This design comes from an exercise in tuning for small area, a short achievable clock period and few clock cycles per item on the open sky130 flow, not from production work. In this exercise RTL edits were held to simulation tests only and were not proved equivalent to the original. Power and IR drop assume default switching activity.

--- flow/flow/run.sh ---
#!/bin/bash
set -euo pipefail
export BUFFER_PORTS_ARGS="-buffer_cell sky130_fd_sc_hd__buf_1"
export SETUP_SLACK_MARGIN=5.8
bash standard.sh > flow_make.log 2>&1
--- flow/standard.sh ---
#!/bin/bash
# synth_recipe.tcl (not shown) runs the flow's synth.tcl, then flattens the netlist and writes it again
# the make line also repeats each setting of config.mk as NAME=value (left out here)
make -C /OpenROAD-flow-scripts/flow DESIGN_CONFIG=/design/flow/config.mk WORK_HOME=/design/flow/orfs CLKGATE_MAP_FILE= SYNTH_SCRIPT=/design/flow/synth_recipe.tcl "${@:-finish}"
--- flow/config.mk ---
export PLATFORM = sky130hd
export DESIGN_NAME = message_field_filter_core
export DESIGN_NICKNAME = message_field_filter_core
export VERILOG_FILES = /design/flow/design.v
export SDC_FILE = /design/flow/constraint.sdc
export NUM_CORES = 4
export LEC_CHECK = 0
export CAP_MARGIN = 20
export CORE_MARGIN = 2
export CORE_UTILIZATION = 50
export CTS_CLUSTER_DIAMETER = 80
export CTS_CLUSTER_SIZE = 24
export GPL_TIMING_DRIVEN = 0
export SLEW_MARGIN = 20
--- flow/constraint.sdc ---
create_clock -name core_clock -period 8.5 [get_ports {clk}]
set_input_delay 1.7000 -clock core_clock [delete_from_list [all_inputs] [get_ports {clk}]]
set_output_delay 1.7000 -clock core_clock [all_outputs]
set_load 0.01 [all_outputs]
--- flow/design.v ---
`timescale 1ns / 1ps
module mff_prefix #(parameter int N = 8)
(
    input  logic [N-1:0] g,
    input  logic [N-1:0] p,
    input  logic         cin,
    output logic [N:0]   c
);
    logic [N-1:0] gg;
    logic [N-1:0] pp;
    always_comb
    begin
        gg = g;
        pp = p;
        gg[0] = g[0] | (p[0] & cin);
        for (int l = 0; (1 << l) < N; l++)
        begin
            for (int i = 0; i < N; i++)
            begin
                if (((i >> l) & 1) == 1)
                begin
                    gg[i] = gg[i] | (pp[i] & gg[((i >> l) << l) - 1]);
                    pp[i] = pp[i] & pp[((i >> l) << l) - 1];
                end
            end
        end
        c = {gg, cin};
    end
endmodule
`timescale 1ns / 1ps
module message_field_filter_core
(
    input  logic        clk,
    input  logic        rst_n,
    input  logic        cfg_we,
    input  logic [2:0]  cfg_index,
    input  logic [63:0] cfg_data,
    input  logic        in_valid,
    output logic        in_stall,
    input  logic [7:0]  data_byte,
    input  logic        last_byte,
    output logic        out_valid,
    input  logic        out_stall,
    output logic        matched,
    output logic [15:0] slice_start,
    output logic [15:0] slice_length,
    output logic [15:0] message_size,
    output logic        size_overflow
);
    logic [1:0]  c_mode;
    logic [15:0] c_req;
    logic [15:0] c_off;
    logic [3:0]  c_cnt;
    logic [63:0] c_tmpl;
    logic [31:0] c_rstart;
    logic [31:0] c_rwidth;
    logic [15:0] c_slice;
    always_ff @(posedge clk)
    begin
        if (cfg_we)
        begin
            case (cfg_index)
                3'd0: c_mode   <= cfg_data[1:0];
                3'd1: c_req    <= cfg_data[15:0];
                3'd2: c_off    <= cfg_data[15:0];
                3'd3: c_cnt    <= cfg_data[3:0];
                3'd4: c_tmpl   <= cfg_data;
                3'd5: c_rstart <= cfg_data[31:0];
                3'd6: c_rwidth <= cfg_data[31:0];
                default: c_slice <= cfg_data[15:0];
            endcase
        end
    end
    logic is_tmpl, is_range, is_slice;
    assign is_tmpl  = (c_mode == 2'd0);
    assign is_range = (c_mode == 2'd1);
    assign is_slice = (c_mode == 2'd2);
    logic [7:0] nmask, mlast;
    always_comb
    begin
        for (int j = 0; j < 8; j++)
        begin
            nmask[j] = c_cnt[3] || (3'(j) < c_cnt[2:0]);
            mlast[j] = is_range ? (j == 3)
                     : c_cnt[3] ? (j == 7)
                     :            (3'(j + 1) == c_cnt[2:0]);
        end
    end
    logic       in_valid_reg;
    logic [7:0] data_reg;
    logic       last_reg;
    logic        inmsg;      
    logic        done;       
    logic [15:0] size;
    logic        full_r;     
    logic        ovf;
    logic        flag;       
    logic        met;        
    logic        teq;        
    logic        b1;         
    logic        b2;         
    logic [8:0]  pos;        
    logic [3:0]  rpos;       
    logic        pos0_n;     
    logic        rpos0_n;    
    logic [8:1]  pos_hi;
    logic [3:1]  rpos_hi;
    logic        o_matched;
    logic [15:0] o_size;
    logic        o_ovf;
    logic [15:0] o_start;
    logic [15:0] o_len;
    logic        stall_r;
    logic push, fire, adv, full;
    assign push     = done && !out_valid;
    assign fire     = in_valid_reg && (!done || push);
    assign full     = inmsg && full_r;
    assign adv      = fire && !full;
    assign in_stall = stall_r;
    logic in_valid_reg_n, done_n, out_valid_n;
    assign in_valid_reg_n = in_valid || stall_r;
    assign done_n         = (fire && last_reg) || (done && !push);
    assign out_valid_n    = push || (out_valid && out_stall);
    always_ff @(posedge clk or negedge rst_n)
    begin
        if (!rst_n)
        begin
            in_valid_reg <= 1'b0;
            done         <= 1'b0;
            out_valid    <= 1'b0;
            stall_r      <= 1'b0;
        end
        else
        begin
            in_valid_reg <= in_valid_reg_n;
            done         <= done_n;
            out_valid    <= out_valid_n;
            stall_r      <= in_valid_reg_n && done_n && out_valid_n;
        end
    end
    always_ff @(posedge clk)
    begin
        if (!stall_r)
        begin
            data_reg <= data_byte;
            last_reg <= last_byte;
        end
    end
    logic [15:0] size_inc;
    logic [15:0] cnt_next;
    logic [16:0] inc_c;
    mff_prefix #(.N(16)) u_inc (
        .g   (16'd0),
        .p   (size),
        .cin (1'b1),
        .c   (inc_c)
    );
    assign size_inc = size ^ inc_c[15:0];
    assign cnt_next = inmsg ? size_inc : 16'd1;
    logic [16:0] ncnt, oa, sa, sb, ssum, scar;
    logic        eq_off, eq_sum, eq_t;
    assign ncnt   = ~{1'b0, (inmsg ? size : 16'd0)};
    assign oa     = {1'b0, c_off};
    assign eq_off = ((oa ^ ncnt) == {(oa[15:0] | ncnt[15:0]), 1'b0});
    assign sa     = {1'b0, c_slice};
    assign ssum   = oa ^ sa ^ ncnt;
    assign scar   = {(oa[15:0] & sa[15:0]) | (oa[15:0] & ncnt[15:0]) | (sa[15:0] & ncnt[15:0]), 1'b0};
    assign sb     = {(ssum[15:0] | scar[15:0]), 1'b0};
    assign eq_sum = ((ssum ^ scar) == sb);
    always_ff @(posedge clk)
        if (adv)
            eq_t <= is_slice ? eq_sum : eq_off;
    logic t_zero;
    always_ff @(posedge clk)
        t_zero <= (c_off == 16'd0) && (!is_slice || c_slice == 16'd0);
    logic flag_cur, met_cur, teq_cur, win;
    assign pos  = {pos_hi, !pos0_n};
    assign rpos = {rpos_hi, !rpos0_n};
    assign flag_cur = inmsg ? (flag || eq_t) : t_zero;
    assign met_cur  = inmsg && met;
    assign teq_cur  = !inmsg || teq;
    assign win      = flag_cur && !pos[8];
    logic        t_win, r_win;
    logic [7:0]  t_byte, nrs_byte, nrw_byte;    
    always_comb
    begin
        t_byte  = '0;
        for (int j = 0; j < 8; j++)
            t_byte = t_byte | ({8{pos[j]}} & c_tmpl[8*j +: 8]);
    end
    logic [3:0] rpos_n;
    logic       r_shift, r_start;
    logic [7:0] rs_nxt, rw_nxt;
    assign r_shift = adv && win && is_range;
    assign r_start = !inmsg || (fire && last_reg);
    assign rpos_n  = (fire && last_reg) ? 4'b0001
                   : r_shift            ? {rpos[2:0], 1'b0}
                   :                      rpos;
    always_comb
    begin
        rs_nxt = '0;
        rw_nxt = '0;
        for (int j = 0; j < 3; j++)
        begin
            rs_nxt = rs_nxt | ({8{rpos[j]}} & c_rstart[8*(j+1) +: 8]);
            rw_nxt = rw_nxt | ({8{rpos[j]}} & c_rwidth[8*(j+1) +: 8]);
        end
    end
    always_ff @(posedge clk)
    begin
        if (r_shift && !last_reg)
        begin
            nrs_byte <= ~rs_nxt;
            nrw_byte <= ~rw_nxt;
        end
        else if (r_start)
        begin
            nrs_byte <= ~c_rstart[7:0];
            nrw_byte <= ~c_rwidth[7:0];
        end
    end
    assign t_win = is_tmpl && win && (|(pos[7:0] & nmask));
    assign r_win = is_range && win && (|rpos);
    logic       b1_in, b2_in, b1_new, b2_new;
    logic [8:0] c1;
    assign b1_in = !rpos[0] && b1;
    assign b2_in = !rpos[0] && b2;
    mff_prefix #(.N(8)) u_b1 (
        .g   (data_reg & nrs_byte),
        .p   (data_reg | nrs_byte),
        .cin (!b1_in),
        .c   (c1)
    );
    assign b1_new = !c1[8];
    logic [7:0] s3, k3;
    logic [8:0] y3;
    logic [8:0] c3;
    assign s3 = data_reg ^ nrs_byte ^ nrw_byte;
    assign k3 = (data_reg & nrs_byte) | (data_reg & nrw_byte) | (nrs_byte & nrw_byte);
    assign y3 = {k3, !b1_in};
    mff_prefix #(.N(8)) u_b2 (
        .g   (s3 & y3[7:0]),
        .p   (s3 | y3[7:0]),
        .cin (!b2_in),
        .c   (c3)
    );
    assign b2_new = b1_new ? !(y3[8] | c3[8]) : !(y3[8] & c3[8]);
    assign b2_eff = b2;
    always_ff @(posedge clk)
        if (adv && r_win)
        begin
            b1 <= b1_new;
            b2 <= b2_new;
        end
    always_ff @(posedge clk or negedge rst_n)
    begin
        if (!rst_n)
        begin
            inmsg <= 1'b0;
            pos0_n  <= 1'b0;
            pos_hi  <= '0;
            rpos0_n <= 1'b0;
            rpos_hi <= '0;
        end
        else
        begin
            rpos0_n <= !rpos_n[0];
            rpos_hi <= rpos_n[3:1];
            if (fire)
                inmsg <= !last_reg;
            if (fire && last_reg)
            begin
                pos0_n  <= 1'b0;
                pos_hi  <= '0;
            end
            else if (adv && win)
            begin
                pos0_n <= 1'b1;
                pos_hi <= pos[7:0];
            end
        end
    end
    always_ff @(posedge clk)
    begin
        if (fire && full)
            ovf <= 1'b1;
        if (adv)
        begin
            size   <= cnt_next;
            full_r <= inmsg && (&size[15:1]) && !size[0];
            ovf    <= inmsg && ovf;
            flag   <= flag_cur;
            met    <= met_cur || (win && (|(pos[7:0] & mlast)));
            teq    <= teq_cur && !(t_win && (t_byte != data_reg));
        end
    end
    logic ok_len, ok_mode, b2_eff, flag_end;
    assign flag_end = flag || eq_t;
    assign ok_len = (c_req == 16'd0) || (size == c_req);
    always_comb
    begin
        case (c_mode)
            2'd0:    ok_mode = teq && ((c_cnt == 4'd0) ? flag_end : met);
            2'd1:    ok_mode = b2_eff && met;
            2'd2:    ok_mode = flag_end;
            default: ok_mode = 1'b0;
        endcase
    end
    always_ff @(posedge clk)
    begin
        if (push)
        begin
            o_matched <= !ovf && ok_len && ok_mode;
            o_size    <= size;
            o_ovf     <= ovf;
            o_len     <= is_slice ? c_slice : size;
        end
    end
    always_ff @(posedge clk)
        o_start <= is_slice ? c_off : 16'd0;
    assign matched       = o_matched;
    assign message_size  = o_size;
    assign size_overflow = o_ovf;
    assign slice_start   = o_start;
    assign slice_length  = o_len;
endmodule
==> results.json, run 1 <==
{
  "status": "no timing/DRC/antenna violations",
  "fp-row-count": 59,
  "ys_types": 60,
  "die_w_um": 166,
  "slew_violations": 0,
  "area_delta_synth_final_pct": 14.1,
  "nFillCells": 2099,
  "fin_nets": 1220,
  "fin_skew_ns": 0.0161,
  "drive_gt1_share_pct": 14.8,
  "timing.rr.end": "eq_t$_DFFE_PP_",
  "grt_start_max_net_pins": 30,
  "fin_setup_tns_ns": 0,
  "syn_area_per_cell_um2": 14.8,
  "critPathTopFamily": "flip-flops",
  "timing.final.ws_setup_ns": 5.76,
  "finalHoldViolations": 0,
  "antenna_found_initial": 0,
  "clk_pin_slew_ns": 0.10,
  "synth_top_flop_cell": "edfxtp_1",
  "min_period_ns": 2.74,
  "drc": 0,
  "ys_seq_area_share_pct": 66.3,
  "numCtsBuffers": 17,
  "synthTopCellsByArea": "edfxtp_1 60%, ha_1 4.8%, fa_1 3.6%",
  "cts_root_buf": "clkbuf_16",
  "gr-total-overflow": 0,
  "ys_top_cells_by_count": "265 x edfxtp_1, 108 x inv_1, 51 x ha_1",
  "synthArstFlopShare_pct": 6.00,
  "clkLatencyLatePin_ns": 0.51,
  "worstPathArrival_ns": 1.04,
  "dp_slack_ns": 5.05,
  "pin_count": 133,
  "drt-wirelength-per-cell_um": 22.0,
  "grt_pass1_vias": 7454,
  "worst_slew_margin_rel_pct": 45.7,
  "postPlaceCellArea_um2": 14400,
  "power_density_nw_per_um2": 253,
  "synth.top_cell.area_share_pct": 60.3,
  "timing.rr.start": "inmsg$_DFFE_PN0P_",
  "period_share_pct": 32.2,
  "stdcell_area_um2": 15100,
  "first_iter_violations": 781,
  "routed_wl_um": 31000,
  "syn_inst": 893,
  "dp_cells": 1370,
  "yosysTopAreaCell": "edfxtp_1",
  "ys_seq_elements": 300,
  "clock_path_buffers": 3,
  "die_area_um2": 27700,
  "cp.required_ns": 6.80,
  "rsz0062_at_grt": "yes",
  "hp-start": "size[10]$_SDFFCE_PN0P_",
  "cts_sinks": 300,
  "grt_pass1_wl_um": 46300,
  "gp_congestion": 0.884,
  "slowest_stage": "edfxtp_1",
  "end_kind": "output port",
  "crit_type": "flop to output port",
  "drtAntennaViolNets": 0,
  "port_buffers": 132,
  "synthesis.nets": 1049,
  "tightest_slew_ns": 0.810,
  "track_usage_pct": 22.3,
  "ys_warn_count": 3,
  "worst-path-buf-inv": 1,
  "max_freq_ghz": 0.366,
  "core-area_um2": 26000,
  "netlist_area_um2": 13200,
  "num_vias": 7750,
  "die_h_um": 166,
  "largest_register": "c_tmpl",
  "cts_tree": "built",
  "cp-start-kind": "flop",
  "min_path_cells": 0,
  "largestRegisters": "c_tmpl x64, c_rstart x32, c_rwidth x32",
  "synth.most_common_cell": "edfxtp_1",
  "min_to": "o_size[10]$_DFFE_PP_",
  "irDropWorstVdd_mv": 0.165,
  "hold-worst-slack_ns": 0.469,
  "min_path_type": "flop to flop",
  "htreeDepth": 1,
  "p_leak_nw": 5.71,
  "path_cells": "clkbuf_2",
  "drv_cap": 0,
  "cpPeakStageDelay_ns": 0.39,
  "drtPass1Iterations": 6,
  "dp_hpwl_um": 22400,
  "largest_reg_flops": 64,
  "routed_via_density": 5.50,
  "antennaDiodeCount": 0,
  "synth-edff-count": 265,
  "worst-r2r-setup-slack_ns": 5.85,
  "reg2reg_depth": 11,
  "setup_viol": 0,
  "layout.cells.non_filler": 1409,
  "start_util_pct": 50.8,
  "critPathMaxFanout": 1
}
power by group:
part / internal, mW / switching, mW / leakage [nW]
clock network: 0.391 / 0.463 / 0.245
logic: 0.423 / 0.572 / 2.64
registers: 1.82 / 0.137 / 2.83
final cells by class:
class                   instances  area (um2)  area share (%)
plain buffers                  27         150           0.997
clock buffers                  24         462            3.07
clock inverters                 5        41.3           0.274
inverters                     110         413            2.74
multi-input cells             457        4020            26.7
flip-flops and latches        300        8750            58.1
well taps                     335         419            2.78
repair buffers                151         802            5.33
worst max-delay path by stage:
stage	startpoint	to	cells past startpoint
after floorplan	cfg_we	c_tmpl[0]$_DFFE_PP_	2
after CTS	inmsg$_DFFE_PN0P_	eq_t$_DFFE_PP_	11
final	o_len[10]$_DFFE_PP_	slice_length[10]	1
after global placement	cfg_index[0]	c_rstart[15]$_DFFE_PP_	3
after detailed placement	cfg_we	c_tmpl[61]$_DFFE_PP_	8
after global routing	o_len[0]$_DFFE_PP_	slice_length[0]	1
per-layer routing:
layer / GRT usage, % / wire [um] / vias to the layer above
met5: 0 / 0 / -
li1: - / - / 3627
met2: 31.5 / 13200 / 273
met1: 37.0 / 15100 / 3828
met4: 3.90 / 412 / 0
met3: 3.23 / 2280 / 22
worst reg2reg max path, stage by stage (launching register included):
cell and delay (ns):
dfrtp_2 0.38, buf_6 0.15, buf_6 0.16, nand2_1 0.13, fa_1 0.52, inv_1 0.04, ha_1 0.27, xor2_1 0.15
nand4_1 0.13, nor4_2 0.28, nand3_1 0.13, o31ai_2 0.11
metrics by stage:
stage / util [%] / power, mW
2_1_floorplan: - / 2.60
3_3_place_gp: 54.5 / 2.91
3_5_place_dp: 55.3 / 2.94
4_1_cts: 57.5 / 3.81
5_1_grt: 57.9 / 4.03
6_report: 57.9 / 3.81
cells by family after synthesis:
family,after synthesis,share of synthesized area (%)
buffers and inverters,137,4.08
flip-flops,300,66.3
multiplexers,33,2.82
XOR/XNOR,56,3.72
adder cells (fa/ha/maj),77,8.63
AND/OR/NAND/NOR,175,7.38
AO/OA/AOI/OAI,115,7.11
what timing repair did:
| item | CTS | global route |
|---|---|---|
| buffers inserted | 6 | 3 |
| cloned | 1 | 0 |
| hold endpoints to repair | 0 | 0 |
| setup endpoints to repair | 89 | 57 |
| hold buffers | 0 | 0 |
| gates resized for setup | 11 | 51 |
| pin swaps | 1 | 2 |
placed cells by master (no fill, tap or decap), drive strengths merged, types with 18 or more instances in the layout:
cell / n
mux2: 33
nor2: 20
clkbuf: 76
and2: 35
buf: 126
inv: 112
xnor2: 21
a22o: 20
edfxtp: 265
xor2: 35
nand2: 32
ha: 51
nor4: 25
dfrtp: 18
fa: 24
Testbench counts, summed over its fixed seeds: cycles 31,637, items 2,400.
==> inputs of run 2 (changes only) <==
--- a/flow/config.mk
+++ b/flow/config.mk
@@ -12,3 +12,2 @@
 export CTS_CLUSTER_SIZE = 24
-export GPL_TIMING_DRIVEN = 0
 export SLEW_MARGIN = 20
==> results.json, run 2 <==
{
  "grt_start_max_net_pins": 65,
  "cp.required_ns": 6.80,
  "synth.most_common_cell": "edfxtp_1",
  "clkLatencyLatePin_ns": 0.51,
  "routed_via_density": 5.54,
  "drc": 0,
  "synthArstFlopShare_pct": 6.00,
  "grt_pass1_wl_um": 44900,
  "ys_types": 60,
  "antennaDiodeCount": 0,
  "largest_register": "c_tmpl",
  "die_area_um2": 27700,
  "tightest_slew_ns": 0.948,
  "cts_sinks": 300,
  "pwr-share-clk_pct": 23.3,
  "max_freq_ghz": 0.365,
  "slowest_stage": "edfxtp_1",
  "p_int_mw": 2.64,
  "min_period_ns": 2.74,
  "muxShareOfSynthArea_pct": 2.82,
  "pwr-share-seq_pct": 52.5,
  "worst-path-buf-inv": 1,
  "p_total_mw": 3.80,
  "reg2reg_depth": 7,
  "layout_commonest_cell": "edfxtp_1",
  "synth_top_family_by_area": "adder cells",
  "drtPass1Iterations": 5,
  "dp_slack_ns": 5.27,
  "status": "no timing/DRC/antenna violations",
  "start_util_pct": 50.8,
  "path_cells": "clkbuf_2",
  "hold-worst-slack_ns": 0.524,
  "p_sw_share_pct": 30.6,
  "ys_warn_count": 3,
  "dp_cells": 1341,
  "rsz0062_at_grt": "yes",
  "critPathMaxFanout": 1,
  "pin_count": 133,
  "htreeDepth": 1,
  "fp-row-count": 59,
  "drive_gt1_share_pct": 13.5,
  "synthAdderAreaFrac_pct": 8.63,
  "num_vias": 7620,
  "track_usage_pct": 21.6,
  "timing.rr.start": "data_reg[3]$_DFFE_PN_",
  "worst_slew_margin_rel_pct": 36.7,
  "synthesis.nets": 1049,
  "drt-wirelength-per-cell_um": 21.9,
  "dp_hpwl_um": 21300,
  "synthSimpleGateAreaFrac_pct": 7.38,
  "pwr-share-comb_pct": 24.2,
  "cpPeakStageDelay_ns": 0.40,
  "port_buffers": 132,
  "worst-r2r-setup-slack_ns": 5.89,
  "synth-compound-area-share_pct": 7.11,
  "ys_top_cells_by_count": "265 x edfxtp_1, 108 x inv_1, 51 x ha_1",
  "p_leak_nw": 5.59,
  "hp-start": "rpos_hi[3]$_DFFE_PN0P_",
  "routed_wl_um": 30100,
  "cp-start-kind": "flop",
  "fin_skew_ns": 0.0274,
  "drv_cap": 0,
  "syn_area_per_cell_um2": 14.8,
  "synthTopCellsByArea": "edfxtp_1 60%, ha_1 4.8%, fa_1 3.6%",
  "min_path_cells": 1,
  "synth.top_cell.area_share_pct": 60.3,
  "largest_reg_flops": 64,
  "timing.final.ws_setup_ns": 5.76,
  "finalHoldViolations": 0,
  "netlist_area_um2": 13200,
  "cts_tree": "built",
  "min_to": "rpos_hi[3]$_DFFE_PN0P_",
  "layout_common_cells": "265 x edfxtp_1, 108 x inv_1, 90 x buf_1",
  "setup_viol": 0,
  "ys_seq_area_share_pct": 66.3,
  "area_delta_synth_final_pct": 12.0,
  "synth_xor_area_share_pct": 3.72,
  "synth_top_flop_cell": "edfxtp_1",
  "postCtsHoldBufs": 0,
  "layout.cells.non_filler": 1376,
  "syn_inst": 893,
  "fin_nets": 1187,
  "die_h_um": 166,
  "crit_type": "flop to output port",
  "cts_root_buf": "clkbuf_16",
  "end_kind": "output port",
  "power.switching_mw": 1.16,
  "yosysTopAreaCell": "edfxtp_1",
  "first_iter_violations": 834,
  "core-area_um2": 26000,
  "min_path_type": "flop to flop",
  "irDropWorstVdd_mv": 0.184,
  "antenna_found_initial": 0,
  "largestRegisters": "c_tmpl x64, c_rstart x32, c_rwidth x32",
  "gp_congestion": 0.912,
  "grt_pass1_vias": 7238,
  "clk_pin_slew_ns": 0.09,
  "numCtsBuffers": 17,
  "power_density_nw_per_um2": 257,
  "critPathTopFamily": "flip-flops",
  "ys_seq_elements": 300,
  "worstPathArrival_ns": 1.04,
  "clock_path_buffers": 3,
  "die_w_um": 166,
  "gr-total-overflow": 0,
  "slew_violations": 0,
  "drtAntennaViolNets": 0,
  "timing.rr.end": "b2$_DFFE_PP_",
  "synth-edff-count": 265,
  "fin_setup_tns_ns": 0,
  "period_share_pct": 32.3
}
## run 2: cells by family after synthesis
| group | after synthesis |
|---|---|
| AO/OA/AOI/OAI | 115 |
| XOR/XNOR | 56 |
| adder cells (fa/ha/maj) | 77 |
| buffers and inverters | 137 |
| flip-flops | 300 |
| multiplexers | 33 |
| AND/OR/NAND/NOR | 175 |
## run 2: worst max path at each step
stage | from | endpoint | slack (ns) | cells after the start
global route | o_matched$_DFFE_PP_ | matched | 5.71 | 1
floorplan | cfg_we | c_tmpl[0]$_DFFE_PP_ | 4.76 | 2
global placement | cfg_we | c_tmpl[63]$_DFFE_PP_ | 5.29 | 4
CTS | out_valid$_DFF_PN0_ | out_valid | 5.75 | 1
finish | o_matched$_DFFE_PP_ | matched | 5.76 | 1
detailed placement | cfg_we | c_tmpl[23]$_DFFE_PP_ | 5.27 | 4
## run 2: cell type report
type,count,area (um2)
fillers,2120,11200
inverters,110,413
multi-input cells,457,4010
clock buffers,24,452
flip-flops and latches,300,8750
well taps,335,419
repair buffers,145,668
clock inverters,5,67.6
## run 2: power groups by stage
| stage | clock network, mW | logic [mW] | registers, mW |
|---|---|---|---|
| after CTS | 0.904 | 0.906 | 1.99 |
| after floorplan | 0 | 0.628 | 1.98 |
| after global routing | 0.955 | 1.03 | 2.02 |
| final | 0.886 | 0.920 | 2.00 |
| after global placement | 0 | 0.872 | 2.03 |
| after detailed placement | 0 | 0.883 | 2.03 |
## run 2: metal layers
layer / GRT usage [%] / up-vias / wire length [um]
met2: 29.6 / 262 / 12600
met4: 3.52 / 0 / 400
met1: 36.7 / 3770 / 14900
met3: 3.23 / 28 / 2190
li1: - / 3560 / -
met5: 0 / - / 0
## run 2: through the flow
step           instance area (um2)  utilization [%]
2_1_floorplan                13300                -
3_3_place_gp                 14100             54.4
3_5_place_dp                 14100             54.4
4_1_cts                      14700             56.5
5_1_grt                      14800             56.9
6_report                     14800             56.9
## run 2: repair_timing
action                                  in CTS  in global routing
pin swaps                                    0                  0
gates cloned                                 1                  0
endpoints found under the setup margin      53                113
gates resized for setup                      3                 48
buffers inserted                             3                  2
==> inputs of run 3 (changes only) <==
--- a/flow/config.mk
+++ b/flow/config.mk
@@ -10,4 +10,4 @@
 export CORE_UTILIZATION = 50
-export CTS_CLUSTER_DIAMETER = 80
-export CTS_CLUSTER_SIZE = 24
+export CTS_CLUSTER_DIAMETER = 60
+export CTS_CLUSTER_SIZE = 40
 export SLEW_MARGIN = 20
==> results.json, run 3 <==
{
  "period_share_pct": 32.5,
  "synthAdderAreaFrac_pct": 8.63,
  "worst-path-buf-inv": 1,
  "rsz0062_at_grt": "yes",
  "synthTopCellsByArea": "edfxtp_1 60%, ha_1 4.8%, fa_1 3.6%",
  "postPlaceCellArea_um2": 14100,
  "hold-worst-slack_ns": 0.511,
  "max_freq_ghz": 0.362,
  "stdcell_area_um2": 15200,
  "antenna_found_initial": 0,
  "layout_commonest_cell": "edfxtp_1",
  "ys_top_cells_by_count": "265 x edfxtp_1, 108 x inv_1, 51 x ha_1",
  "p_leak_nw": 5.80,
  "num_vias": 7642,
  "synth.most_common_cell": "edfxtp_1",
  "pin_count": 133,
  "largest_register": "c_tmpl",
  "largest_reg_flops": 64,
  "synth_top_family_by_area": "adder cells",
  "grt_pass1_vias": 7341,
  "crit_start": "o_matched$_DFFE_PP_",
  "cts_tree": "built",
  "dp_hpwl_um": 21300,
  "core-area_um2": 26000,
  "timing.rr.start": "data_reg[3]$_DFFE_PN_",
  "drc": 0,
  "start_util_pct": 50.8,
  "first_iter_violations": 755,
  "worst-r2r-setup-slack_ns": 5.89,
  "p_total_mw": 4.11,
  "die_area_um2": 27700,
  "antennaDiodeCount": 0,
  "slowest_stage": "edfxtp_1",
  "synthArstFlopShare_pct": 6.00,
  "tightest_slew_ns": 0.951,
  "power_density_nw_per_um2": 271,
  "min_period_ns": 2.76,
  "synthesis.nets": 1049,
  "slew_violations": 0,
  "routed_via_density": 5.49,
  "syn_inst": 893,
  "cts_root_buf": "clkbuf_16",
  "htreeDepth": 1,
  "fp-row-count": 59,
  "dp_slack_ns": 5.27,
  "grt_start_max_net_pins": 65,
  "dp_cells": 1341,
  "netlist_area_um2": 13200,
  "end_kind": "output port",
  "fin_util_pct": 58.5,
  "nFillCells": 2055,
  "die_w_um": 166,
  "gp_congestion": 0.912,
  "layout.cells.non_filler": 1391,
  "syn_area_per_cell_um2": 14.8,
  "irDropWorstVdd_mv": 0.202,
  "drive_gt1_share_pct": 16.5,
  "synth-edff-count": 265,
  "clkLatencyLatePin_ns": 0.54,
  "hp-start": "rpos_hi[3]$_DFFE_PN0P_",
  "fin_setup_tns_ns": 0,
  "port_buffers": 132,
  "cp.required_ns": 6.80,
  "critPathMaxFanout": 1,
  "fin_nets": 1194,
  "drtAntennaViolNets": 0,
  "cp-start-kind": "flop",
  "cts_sinks": 300,
  "gr-total-overflow": 0,
  "min_path_type": "flop to flop",
  "fin_skew_ns": 0.0191,
  "drt-wirelength-per-cell_um": 21.6,
  "status": "no timing/DRC/antenna violations",
  "setup_viol": 0,
  "ys_warn_count": 3,
  "largestRegisters": "c_tmpl x64, c_rstart x32, c_rwidth x32",
  "finalHoldViolations": 0,
  "clock_path_buffers": 3,
  "die_h_um": 166,
  "muxShareOfSynthArea_pct": 2.82,
  "drv_cap": 0,
  "grt_pass1_wl_um": 45100,
  "clk_pin_slew_ns": 0.08,
  "ys_seq_elements": 300,
  "ys_seq_area_share_pct": 66.3,
  "crit_type": "flop to output port",
  "numCtsBuffers": 24,
  "synth-compound-area-share_pct": 7.11,
  "ys_types": 60,
  "synthSimpleGateAreaFrac_pct": 7.38,
  "synth_xor_area_share_pct": 3.72,
  "worst_slew_margin_rel_pct": 36.5,
  "critPathTopFamily": "flip-flops",
  "timing.final.ws_setup_ns": 5.74,
  "layout_common_cells": "265 x edfxtp_1, 108 x inv_1, 85 x buf_1",
  "worstPathArrival_ns": 1.06,
  "path_cells": "clkbuf_2",
  "routed_wl_um": 30000,
  "synth.top_cell.area_share_pct": 60.3,
  "area_delta_synth_final_pct": 15.1,
  "synth_top_flop_cell": "edfxtp_1",
  "yosysTopAreaCell": "edfxtp_1",
  "cpPeakStageDelay_ns": 0.39,
  "track_usage_pct": 21.6,
  "drtPass1Iterations": 5
}
## run 3: cell counts after synthesis
No cell type changed its count.
## run 3: per-layer routing
layer  GRT usage, %  vias to the layer above  wire, um
met5              0                        -         0
li1               -                     3593         -
met1           36.4                     3749     15000
met2           29.4                      265     12600
met3           3.78                       35      1930
met4           4.24                        0       524
## run 3: power breakdown
group | switching (mW) | internal, mW | leakage [nW]
combinational | 0.517 | 0.399 | 2.54
clock | 0.589 | 0.614 | 0.428
sequential | 0.170 | 1.83 | 2.84
## run 3: what timing repair did
action                                  4_1_cts  5_1_grt
hold buffers                                  0        0
endpoints found under the setup margin       69      114
cloned                                        1        0
setup buffers                                 3        2
gates resized for setup                      24       46
## run 3: kinds of logic after synthesis
family | after synthesis
buffers and inverters | 137
multiplexers | 33
flip-flops | 300
adder cells (fa/ha/maj) | 77
XOR/XNOR | 56
AO/OA/AOI/OAI | 115
AND/OR/NAND/NOR | 175
## run 3: final timing paths
kind | end | depth (start not counted)
worst min-delay path | rpos_hi[3]$_DFFE_PN0P_ | 1
worst min register to register | rpos_hi[3]$_DFFE_PN0P_ | 1
min in group asynchronous | out_valid$_DFF_PN0_ | 1
max in group asynchronous | out_valid$_DFF_PN0_ | 1
worst max-delay path | matched | 1
worst max register to register | b2$_DFFE_PP_ | 7
## run 3: layout make-up
class,instances,area [um2],area share (%)
Sequential cell,300,8760,57.7
Multi-Input combinational cell,457,4000,26.4
Timing Repair Buffer,145,724,4.77
Clock buffer,25,626,4.12
Tap cell,335,419,2.76
Inverter,110,413,2.72
Clock inverter,19,248,1.63

what the ideal ports hide:
In the flow no input, the clock included, has a driving cell. The finished layouts below were timed again as built, in two steps. Step 1, drivers: a clkbuf_16 drives clk and a buf_2 each remaining input, both assumed. Step 2 adds t to the input delays and takes it off the output delays; t is the mean of the earliest and latest rising clock arrival at the registers after step 1. Input paths then give back, and output paths get back, about the clock's delay inside the block. Three values: ideal ports, drivers, drivers and shift; two values: the first two.
| run | shift t [ns] | setup slack, ns | cell pins on the clock port's net |
|---|---|---|---|
| run 1 | 0.546 | 5.764 / 5.715 / 5.369 | 1 |
| run 2 | 0.550 | 5.758 / 5.708 / 5.444 | 1 |
| run 3 | 0.577 | 5.738 / 5.688 / 5.432 | 1 |
After both steps setup and hold are still met in every run listed. For run 1, which loses most, drivers alone change the setup slack by -0.049 ns; drivers and shift together by -0.395 ns.
